This design comes from an exercise in tuning for small area and a short achievable clock period on the open sky130 flow, not from production work. No run shown here included a check of the RTL's function; only the layout flow was run. No activity file was given, so power comes from the tool's default toggle rates.

## flow/design.v (module list and top-level ports; edited modules follow where they fit)
// module dsconv_top: 1240 lines
// module dsconv_fa: 10 lines
// module dsconv_ha: 9 lines
module dsconv_top (
    input  wire        clk,
    input  wire        rst,
    input  wire        start,
    input  wire [47:0] input_pixels,         
    output wire [6:0]  input_pixel_addr,
    output wire [11:0] output_pixel,
    output wire [6:0]  output_pixel_addr,
    output wire [1:0]  output_filter,
    output wire        ready,
    output wire        done
);
  // ...
==> flow/flow/run.sh <==
#!/bin/bash
# The standard layout (the standard.sh: standard synthesis and the ORFS
# steps), with two changes to how it optimises, not to what it is given:
#  - repair_timing aims for 7.7 ns of setup slack at the 11 ns clock, so that
#    paths are sped up well below the clock period;
#  - the input and output port buffers are buf_2 cells, not the delay cells
#    buffer_ports would pick.
set -euo pipefail
bash standard.sh SETUP_SLACK_MARGIN=7.7 "BUFFER_PORTS_ARGS=-buffer_cell sky130_fd_sc_hd__buf_2" finish > standard.log 2>&1
==> flow/standard.sh <==
#!/bin/bash
# synth_recipe.tcl (not shown) runs the flow's synth.tcl, then flattens the netlist and writes it again
# the make line also repeats each setting of config.mk as NAME=value (left out here)
make -C /OpenROAD-flow-scripts/flow DESIGN_CONFIG=/design/flow/config.mk WORK_HOME=/design/flow/orfs CLKGATE_MAP_FILE= SYNTH_SCRIPT=/design/flow/synth_recipe.tcl "${@:-finish}"
==> flow/config.mk <==
export PLATFORM = sky130hd
export DESIGN_NAME = dsconv_top
export DESIGN_NICKNAME = dsconv_top
export VERILOG_FILES = /design/flow/design.v
export SDC_FILE = /design/flow/constraint.sdc
export NUM_CORES = 4
export LEC_CHECK = 0
export CAP_MARGIN = 20
export CORE_MARGIN = 2
export CORE_UTILIZATION = 72
export CTS_CLUSTER_DIAMETER = 100
export CTS_CLUSTER_SIZE = 30
export SLEW_MARGIN = 20
export SYNTH_HIERARCHICAL = 1
export SYNTH_MINIMUM_KEEP_SIZE = 0
==> flow/constraint.sdc <==
create_clock -name core_clock -period 11.0 [get_ports {clk}]
set_input_delay 2.2000 -clock core_clock [delete_from_list [all_inputs] [get_ports {clk}]]
set_output_delay 2.2000 -clock core_clock [all_outputs]
set_load 0.01 [all_outputs]
==> run summary, run 1 <==
status - complete, no violations
Pwr top - registers
via count - 28,600
RSZ-0062 raised after global routing - yes
max-slew violations - 0
Post-synth top cells - 1,620 x edfxtp_1, 463 x fa_1, 352 x dfxtp_1, 265 x inv_1, 176 x ha_1
Final setup viols - 0
r2r setup slk - 7.80 ns
Inverters, non-clock - 267
CP startpoint kind - flip-flop
R2R Path End - pws[5]$_DFF_P_
ant diodes - 0
most common cell in the netlist - edfxtp_1
met3 Use GR - 3.09%
number of global-route vias before repair - 29,900
CP max FO - 2
total track usage - 21.1%
Row Count - 116
r2r startpoint - fsel[0]$_SDFFE_PP0P_
most flop-heavy register - dl
Yosys warning count - 10
GR Util met1 - 32.5%
first-pass GRT wire length - 166,000 um
Routed Wire Length - 105,000 um
Multi-In Gates - 1,278
Post-Synth Simple-Gate Area - 2.20%
Net Sw Power - 0.00457 W
Post-Layout Inst Area - 77,000 um2
die area - 103,000 um2
NonClk Buf Share - 1.22%
sequential cell area fraction in the yosys report - 77.1%
HPWL Detailed - 65,000 um
fill cell count - 5,281
Total Power - 0.0165 W
==> run 2, diff against run 1 <==
--- a/flow/config.mk
+++ b/flow/config.mk
@@ -7,7 +7,7 @@
 export LEC_CHECK = 0
 export CAP_MARGIN = 20
 export CORE_MARGIN = 2
-export CORE_UTILIZATION = 72
+export CORE_UTILIZATION = 65
 export CTS_CLUSTER_DIAMETER = 100
 export CTS_CLUSTER_SIZE = 30
 export SLEW_MARGIN = 20
==> run 2 against run 1 <==
First-iteration DRC count shrank 16%; sequential cell count unchanged; sequential share of layout area is 0.30 points lower; clock-buffer cell count fell by 1; largest cell class unchanged; non-clock buffer count fell by 1; hold slack improved by 0.0035 ns; highest routed layer unchanged; critical path type unchanged.
==> run summary, run 2 <==
fin nets - 4,398 (was 4,399)
Synth Cell Area - 72,300 um2 (unchanged)
later-pin clock latency in the skew report - 0.69 ns (was 0.70 ns)
Max Fclk - 295 MHz (was 294 MHz)
detailed router's first-iteration violation count - 2,066 (was 2,456)
total nets after synthesis - 4,244 (unchanged)
cts hold-fix bufs - 0 (unchanged)
DP Cell Count - 5,100 (was 4,918)
Row Count - 122 (was 116)
Routed Wire Length - 97,600 um (was 105,000 um)
peak supply drop - 201 uV (was 203 uV)
most common cell in the netlist - edfxtp_1 (unchanged)
pin count of the biggest net entering global routing - 204 (was 200)
max-cap check violation count - 0 (unchanged)
Sw Share - 27.3% (was 27.7%)
max-slew violations - 0 (unchanged)
count of different cell masters after synthesis - 63 (unchanged)
CP startpoint kind - flip-flop (unchanged)
Worst Skew - 0.0215 ns (was 0.0249 ns)
Post-synth top cells - 1,620 x edfxtp_1, 463 x fa_1, 352 x dfxtp_1, 265 x inv_1, 176 x ha_1 (unchanged)
Largest register FFs - 1,620 (unchanged)
share of post-route cells with drive strength above 1 - 7.06% (was 7.00%)
RSZ-0062 raised after global routing - yes (unchanged)
met2 Use GR - 27.1% (was 33.5%)
r2r setup slk - 7.78 ns (was 7.80 ns)
GR Util met1 - 27.6% (was 32.5%)
Slew @ Worst Pin - 1.11 ns (was 1.15 ns)
worst path bufs/invs - 1 (unchanged)
IO Port Bufs - 80 (unchanged)
syn_area_per_cell - 20.3 um2 (unchanged)
EDFF count, synth - 1,620 (unchanged)
Crit. End Element - output port (unchanged)
first-pass GRT wire length - 156,000 um (was 166,000 um)
via count - 28,000 (was 28,600)
total track usage - 17.6% (was 21.1%)
Yosys warning count - 10 (unchanged)
ys flop type - edfxtp_1 (unchanged)
worst hold stages - 0 (unchanged)
Total Power - 0.0164 W (was 0.0165 W)
CP max FO - 2 (unchanged)
Top delay family on crit path - flip-flops (unchanged)
Via density - 5.32 (was 5.64)
fin cells - 5,258 (was 5,068)
fin crit period - 3.39 ns (was 3.40 ns)
Die Height - 337 um (was 321 um)
Post-Synthesis Cells - 3,554 (unchanged)
GRT overflow - 0 (unchanged)
top cell type's share of synthesized area - 67.3% (unchanged)
r2r startpoint - fsel[3]$_SDFFE_PP1P_ (was fsel[0]$_SDFFE_PP0P_)
H-tree depth - 3 (unchanged)
R2R cell count - 9 (was 7)
Worst EP required - 8.80 ns (about the same)
Chip Width - 337 um (was 321 um)
post-layout util - 70.0% (was 77.1%)
leading cell type in the layout, fill and taps excluded - edfxtp_1 (unchanged)
clock power share - 20.9% (was 20.8%)
minimum hold slack - 0.409 ns (was 0.406 ns)
Top Usage Layer GRT - met1 (was met2)
Hold Crit Start - x0[40]$_DFF_P_ (was x0[24]$_DFF_P_)
hold endpoint - dl[40]$_DFFE_PP_ (was dws[2][0]$_DFF_P_)
number of synthesized register bits - 1,972 (unchanged)
post-detailed-route count of antenna-violating nets - 0 (unchanged)
Largest regs - dl: 1620 flops, dwc: 62 flops, dws: 62 flops (unchanged)
DRT Pass-1 Iters - 5 (unchanged)
Initial Utilization - 65.4% (was 72.4%)
root buf cell - clkbuf_16 (unchanged)
PD cells - 212 nW/um2 (was 214 nW/um2)
CTS tree - built (unchanged)
R2R Path End - pws[3]$_DFF_P_ (was pws[5]$_DFF_P_)
critical-path cell list - buf_6 (unchanged)
initial antenna violation count - 2 (was 1)
CTS Buf Count - 76 (unchanged)
status - complete, no violations (unchanged)
die area - 114,000 um2 (was 103,000 um2)
final worst path period share - 30.8% (was 30.9%)
Comb power frac - 22.5% (was 23.0%)
slowest stage cell, crit path - dfxtp_4 (unchanged)
crit path from - oa[8]$_SDFFE_PP1P_ (unchanged)
Net Sw Power - 0.00446 W (was 0.00457 W)
Final setup viols - 0 (unchanged)
Worst Hold Class - reg2reg (unchanged)
crit path DAT - 1.19 ns (was 1.20 ns)
met3 Use GR - 2.50% (was 3.09%)
Syn-to-layout area delta - 7.02% (was 6.56%)
setup total negative slack - 0 ns (unchanged)
# DRC - 0 (unchanged)
max incr delay on CP - 0.38 ns (was 0.39 ns)
CTS sink cnt - 1,972 (unchanged)
sequential cell area fraction in the yosys report - 77.1% (unchanged)
largest area contributor in the netlist - edfxtp_1 (unchanged)
Reg clk slew, reported paths - 0.11 ns (was 0.12 ns)
internal power - 0.0119 W (about the same)
most flop-heavy register - dl (unchanged)
Synth async-reset ratio - 0% (unchanged)
Sequential Power Share - 56.6% (was 56.2%)
Hold Fails Final Rpt - 0 (unchanged)
Final GP Congestion - 0.774 (was 0.808)
core area - 111,000 um2 (was 99,900 um2)
number of global-route vias before repair - 28,900 (was 29,900)
ant diodes - 0 (unchanged)
CTS max path bufs - 3 (unchanged)
most frequent cells in the layout - 1,620 x edfxtp_1, 463 x fa_1, 323 x dfxtp_1 (was 1,620 x edfxtp_1, 463 x fa_1, 329 x dfxtp_1)
WL/cell - 18.6 um (was 20.8 um)
slew margin rel. - 26.1% (was 23.5%)
Static Leakage - 27.6 nW (about the same)
IO Count - 81 (unchanged)
HPWL Detailed - 62,400 um (was 65,000 um)
WS Path Type - reg2out (unchanged)
synth top area cells - edfxtp_1 67%, fa_1 13%, dfxtp_1 9.7% (unchanged)
-- run 2: metal layers --
metal  vias to the layer above  routed length (um)  part of all wire [%]
met5                         -                   0                     0
met4                         0                1680                   1.7
met3                       111                2660                   2.7
met2                       340               45500                    47
met1                     14500               47700                    49
li1                      13000                   -                     -
-- run 2: cell type report --
type / count / area, um2
clock buffer: 130 / 2130
clock inverter: 10 / 158
fill: 6873 / 33200
inverter: 266 / 1010
multi-input combinational: 1278 / 15500
sequential: 1972 / 55700
tap: 1488 / 1860
timing repair buffer: 113 / 972
timing repair inverter: 1 / 7.51
-- run 2: power groups by stage --
stage	clock network (W)	logic (W)	registers, W
6_report	0.00341	0.00368	0.00927
5_1_grt	0.00381	0.00428	0.00935
4_1_cts	0.00358	0.00378	0.00929
3_5_place_dp	0	0.00375	0.00945
3_3_place_gp	0	0.00366	0.00945
2_1_floorplan	0	0.00268	0.00951
-- run 2: logic make-up (layout without fill, tap and decap cells) --
group,after synthesis,after routing,synth area share [%]
flip-flops,1972,1972,77.1
adder cells (fa/ha/maj),639,639,15.9
AND/OR/NAND/NOR,318,318,2.20
buffers and inverters,304,520,1.58
AO/OA/AOI/OAI,234,234,2.17
XOR/XNOR,63,63,0.763
multiplexers,24,24,0.353
-- run 2: per-module statistics from Yosys, one instance, submodules excluded --
| module | flip-flops and latches | cells inside | area, um2 |
|---|---|---|---|
| dsconv_fa | 0 | 1 | 20.0 |
| dsconv_ha | 0 | 1 | 12.5 |
| dsconv_top | 1972 | 3016 | 62100 |
-- run 2: how the worst max path moves through the flow --
stage | to | slack (ns) | depth (start not counted)
CTS | output_filter[1] | 7.55 | 1
finish | output_filter[1] | 7.61 | 1
global route | output_filter[1] | 7.54 | 1
detailed placement | pws[3]$_DFF_P_ | 7.09 | 8
global placement | pws[3]$_DFF_P_ | 7.16 | 8
floorplan | dl[0]$_DFFE_PP_ | -0.85 | 0
-- run 2: stage by stage --
step                area [um2]  worst slack [ns]
floorplan                72300            -0.853
global route             77300              7.54
global placement         74600              7.16
finish                   77300              7.61
detailed placement       74600              7.09
CTS                      77200              7.55
-- run 2: timing repair --
item,in CTS,in global routing
buffers inserted,8,7
pin swaps,0,3
resized for setup,59,17
cloned,1,1
setup endpoints to repair,340,85
==> run 3, diff against run 2 <==
--- a/flow/flow/run.sh
+++ b/flow/flow/run.sh
@@ -6,4 +6,4 @@
 #  - the input and output port buffers are buf_2 cells, not the delay cells
 #    buffer_ports would pick.
 set -euo pipefail
-bash standard.sh SETUP_SLACK_MARGIN=7.7 "BUFFER_PORTS_ARGS=-buffer_cell sky130_fd_sc_hd__buf_2" finish > standard.log 2>&1
+bash standard.sh SETUP_SLACK_MARGIN=7.7 "BUFFER_PORTS_ARGS=-buffer_cell sky130_fd_sc_hd__buf_2" "CTS_ARGS=-sink_clustering_enable -repair_clock_nets -sink_clustering_size 30 -sink_clustering_max_diameter 100 -apply_ndr half" finish > standard.log 2>&1
==> run 3 against run 2 <==
Still clean on timing, DRC and antenna; clock skew unchanged; total power unchanged; maximum frequency unchanged; synthesized cell count unchanged; cell area unchanged; sequential cell count unchanged; critical endpoint unchanged.
==> run summary, run 3 <==
pin count of the biggest net entering global routing - 204 (unchanged)
Final GP Congestion - 0.774 (unchanged)
largest family of logic cells by synthesized area - adder cells (unchanged)
CTS Buf Count - 76 (unchanged)
Crit. End Element - output port (unchanged)
CP startpoint kind - flip-flop (unchanged)
setup total negative slack - 0 ns (unchanged)
post-layout util - 70.0% (unchanged)
Comb power frac - 22.5% (about the same)
via count - 28,000 (unchanged)
CTS max path bufs - 3 (unchanged)
DRT Pass-1 Iters - 5 (unchanged)
XOR/XNOR share of the synthesized area - 0.763% (unchanged)
critical-path cell list - buf_6 (unchanged)
largest area contributor in the netlist - edfxtp_1 (unchanged)
R2R Path End - pws[3]$_DFF_P_ (unchanged)
first-pass GRT wire length - 156,000 um (unchanged)
H-tree depth - 3 (unchanged)
crit path DAT - 1.19 ns (about the same)
top cell type's share of synthesized area - 67.3% (unchanged)
ant diodes - 0 (unchanged)
fin crit period - 3.39 ns (unchanged)
Hold Crit Start - x0[40]$_DFF_P_ (unchanged)
most common cell in the netlist - edfxtp_1 (unchanged)
Worst EP required - 8.80 ns (about the same)
multiplexer share of the synthesized area - 0.353% (unchanged)
Die Height - 337 um (unchanged)
initial antenna violation count - 2 (unchanged)
max incr delay on CP - 0.38 ns (about the same)
# DRC - 0 (unchanged)
Initial Utilization - 65.4% (unchanged)
GRT overflow - 0 (unchanged)
total track usage - 17.6% (unchanged)
IO Count - 81 (unchanged)
max-slew violations - 0 (unchanged)
minimum hold slack - 0.409 ns (unchanged)
R2R cell count - 9 (unchanged)
Post-Layout Inst Area - 77,300 um2 (unchanged)
detailed router's first-iteration violation count - 2,066 (unchanged)
Synth async-reset ratio - 0% (unchanged)
worst hold stages - 0 (unchanged)
max-cap check violation count - 0 (unchanged)
IO Port Bufs - 80 (unchanged)
status - complete, no violations (unchanged)
WL/cell - 18.6 um (unchanged)
complex-gate fraction of the synthesized area - 2.17% (unchanged)
Top delay family on crit path - flip-flops (unchanged)
most frequent cells in the layout - 1,620 x edfxtp_1, 463 x fa_1, 323 x dfxtp_1 (unchanged)
number of global-route vias before repair - 28,900 (unchanged)
internal power - 0.0119 W (unchanged)
Net Sw Power - 0.00446 W (unchanged)
most flop-heavy register - dl (unchanged)
Sw Share - 27.3% (unchanged)
Chip Width - 337 um (unchanged)
Reg clk slew, reported paths - 0.11 ns (about the same)
synth top area cells - edfxtp_1 67%, fa_1 13%, dfxtp_1 9.7% (unchanged)
final worst path period share - 30.8% (unchanged)
leading cell type in the layout, fill and taps excluded - edfxtp_1 (unchanged)
DP Area - 74,600 um2 (unchanged)
slew margin rel. - 26.1% (unchanged)
CP max FO - 2 (unchanged)
Largest regs - dl: 1620 flops, dwc: 62 flops, dws: 62 flops (unchanged)
share of post-route cells with drive strength above 1 - 7.06% (unchanged)
Final setup viols - 0 (unchanged)
Adder-Cell Fraction of Synth Area - 15.9% (unchanged)
clock power share - 20.9% (about the same)
Max Fclk - 295 MHz (unchanged)
Static Leakage - 27.6 nW (unchanged)
die area - 114,000 um2 (unchanged)
Worst Hold Class - reg2reg (unchanged)
hold endpoint - dl[40]$_DFFE_PP_ (unchanged)
Largest register FFs - 1,620 (unchanged)
Syn-to-layout area delta - 7.02% (unchanged)
Row Count - 122 (unchanged)
Via density - 5.32 (unchanged)
Hold Fails Final Rpt - 0 (unchanged)
Worst Skew - 0.0215 ns (unchanged)
peak supply drop - 201 uV (unchanged)
total nets after synthesis - 4,244 (unchanged)
Post-Synth Simple-Gate Area - 2.20% (unchanged)
later-pin clock latency in the skew report - 0.69 ns (about the same)
Synth Cell Area - 72,300 um2 (unchanged)
EDFF count, synth - 1,620 (unchanged)
slowest stage cell, crit path - dfxtp_4 (unchanged)
worst path bufs/invs - 1 (unchanged)
ys flop type - edfxtp_1 (unchanged)
fin nets - 4,398 (unchanged)
r2r startpoint - fsel[3]$_SDFFE_PP1P_ (unchanged)
root buf cell - clkbuf_16 (unchanged)
Total Power - 0.0164 W (unchanged)
Yosys warning count - 10 (unchanged)
Slew @ Worst Pin - 1.11 ns (unchanged)
r2r setup slk - 7.78 ns (about the same)
core area - 111,000 um2 (unchanged)
count of different cell masters after synthesis - 63 (unchanged)
CTS tree - built (unchanged)
HPWL Detailed - 62,400 um (unchanged)
CTS sink cnt - 1,972 (unchanged)
RSZ-0062 raised after global routing - yes (unchanged)
Routed Wire Length - 97,600 um (unchanged)
post-detailed-route count of antenna-violating nets - 0 (unchanged)
syn_area_per_cell - 20.3 um2 (unchanged)
Post-synth top cells - 1,620 x edfxtp_1, 463 x fa_1, 352 x dfxtp_1, 265 x inv_1, 176 x ha_1 (unchanged)
Sequential Power Share - 56.6% (about the same)
fill cell count - 6,873 (unchanged)
Post-Synthesis Cells - 3,554 (unchanged)
number of synthesized register bits - 1,972 (unchanged)
PD cells - 212 nW/um2 (unchanged)
sequential cell area fraction in the yosys report - 77.1% (unchanged)
WS Path Type - reg2out (unchanged)
run 3: area by class of cell:
cell class,count,area (um2),area share [%]
multi-input combinational,1278,15500,20.0
tap,1488,1860,2.41
sequential,1972,55700,72.1
inverter,266,1010,1.30
clock inverter,10,158,0.204
timing repair buffer,113,972,1.26
timing repair inverter,1,7.51,0.00971
clock buffer,130,2130,2.75
run 3: worst max path at each step:
stage / from / end / slack [ns] / depth (start not counted)
2_1_floorplan: v1$_DFF_P_ / dl[0]$_DFFE_PP_ / -0.85 / 0
3_3_place_gp: fsel[0]$_SDFFE_PP0P_ / pws[3]$_DFF_P_ / 7.16 / 8
3_5_place_dp: fsel[0]$_SDFFE_PP0P_ / pws[3]$_DFF_P_ / 7.09 / 8
4_1_cts: oa[8]$_SDFFE_PP1P_ / output_filter[1] / 7.55 / 1
5_1_grt: oa[8]$_SDFFE_PP1P_ / output_filter[1] / 7.54 / 1
6_report: oa[8]$_SDFFE_PP1P_ / output_filter[1] / 7.61 / 1
run 3: routing by layer:
| metal | wire, um | track usage, % | vias up |
|---|---|---|---|
| met3 | 2660 | 2.50 | 111 |
| met1 | 47700 | 27.6 | 14500 |
| met2 | 45500 | 27.1 | 340 |
| met4 | 1680 | 3.48 | 0 |
| met5 | 0 | 0 | - |
| li1 | - | - | 13000 |
run 3: worst register-to-register path, delay by kind of cell (launching register included):
family          cells  cell delay, ns
fa+ha+maj           4            1.96
compound gates      2            0.36
flops               1            0.38
buf+inv             3            0.39
run 3: kinds of logic (layout without fill, tap and decap cells):
| kind of cell | after synthesis | after routing |
|---|---|---|
| buf+inv | 304 | 520 |
| flops | 1972 | 1972 |
| fa+ha+maj | 639 | 639 |
| mux | 24 | 24 |
| simple gates | 318 | 318 |
| compound gates | 234 | 234 |
| xor+xnor | 63 | 63 |
run 3: power groups by stage:
stage | Clock (W) | Combinational (W) | Sequential (W)
after floorplan | 0 | 0.00268 | 0.00951
after global placement | 0 | 0.00366 | 0.00945
after detailed placement | 0 | 0.00375 | 0.00945
after CTS | 0.00358 | 0.00378 | 0.00929
after global routing | 0.00381 | 0.00428 | 0.00935
final | 0.00341 | 0.00368 | 0.00927
run 3: per-module statistics from Yosys (local to each module, per instance):
module      cells inside  area (um2)  flops+latches
dsconv_top          3016       62100           1972
dsconv_ha              1        12.5              0
dsconv_fa              1        20.0              0
run 3: metrics by stage:
step           worst slack (ns)  cells
3_3_place_gp               7.16   5100
3_5_place_dp               7.09   5100
5_1_grt                    7.54   5258
2_1_floorplan            -0.853   3554
6_report                   7.61   5258
4_1_cts                    7.55   5249
run 3: timing repair:
action / in CTS / in global routing
pin swaps: 0 / 3
endpoints found under the setup margin: 340 / 85
hold buffers: 0 / 0
gates cloned: 1 / 1
gates resized for setup: 59 / 17
buffers inserted: 8 / 7

re-timing with driven ports:
Ports are ideal in the flow. The routed layouts listed here were re-timed in OpenROAD.
Step 1, drivers: a clkbuf_16 drives clk and a buf_2 each remaining input, both assumed.
Step 2 also shifts input and output timing later by t, the mid clock arrival at the registers, as if the neighbouring blocks saw the same clock.
a / b / c = ideal ports / drivers / drivers and shift; a / b = the first two.
run	shift t [ns]	setup WS [ns]	hold slack, ns	worst data-port slew with drivers (ns)
run 1	0.753	7.602 / 7.533 / 7.218	0.406 / 0.406 / 0.406	0.05
run 2	0.748	7.613 / 7.542 / 7.199	0.409 / 0.409 / 0.409	0.05
run 3	0.748	7.613 / 7.542 / 7.199	0.409 / 0.409 / 0.409	0.05
After both steps every run listed still meets setup and hold.
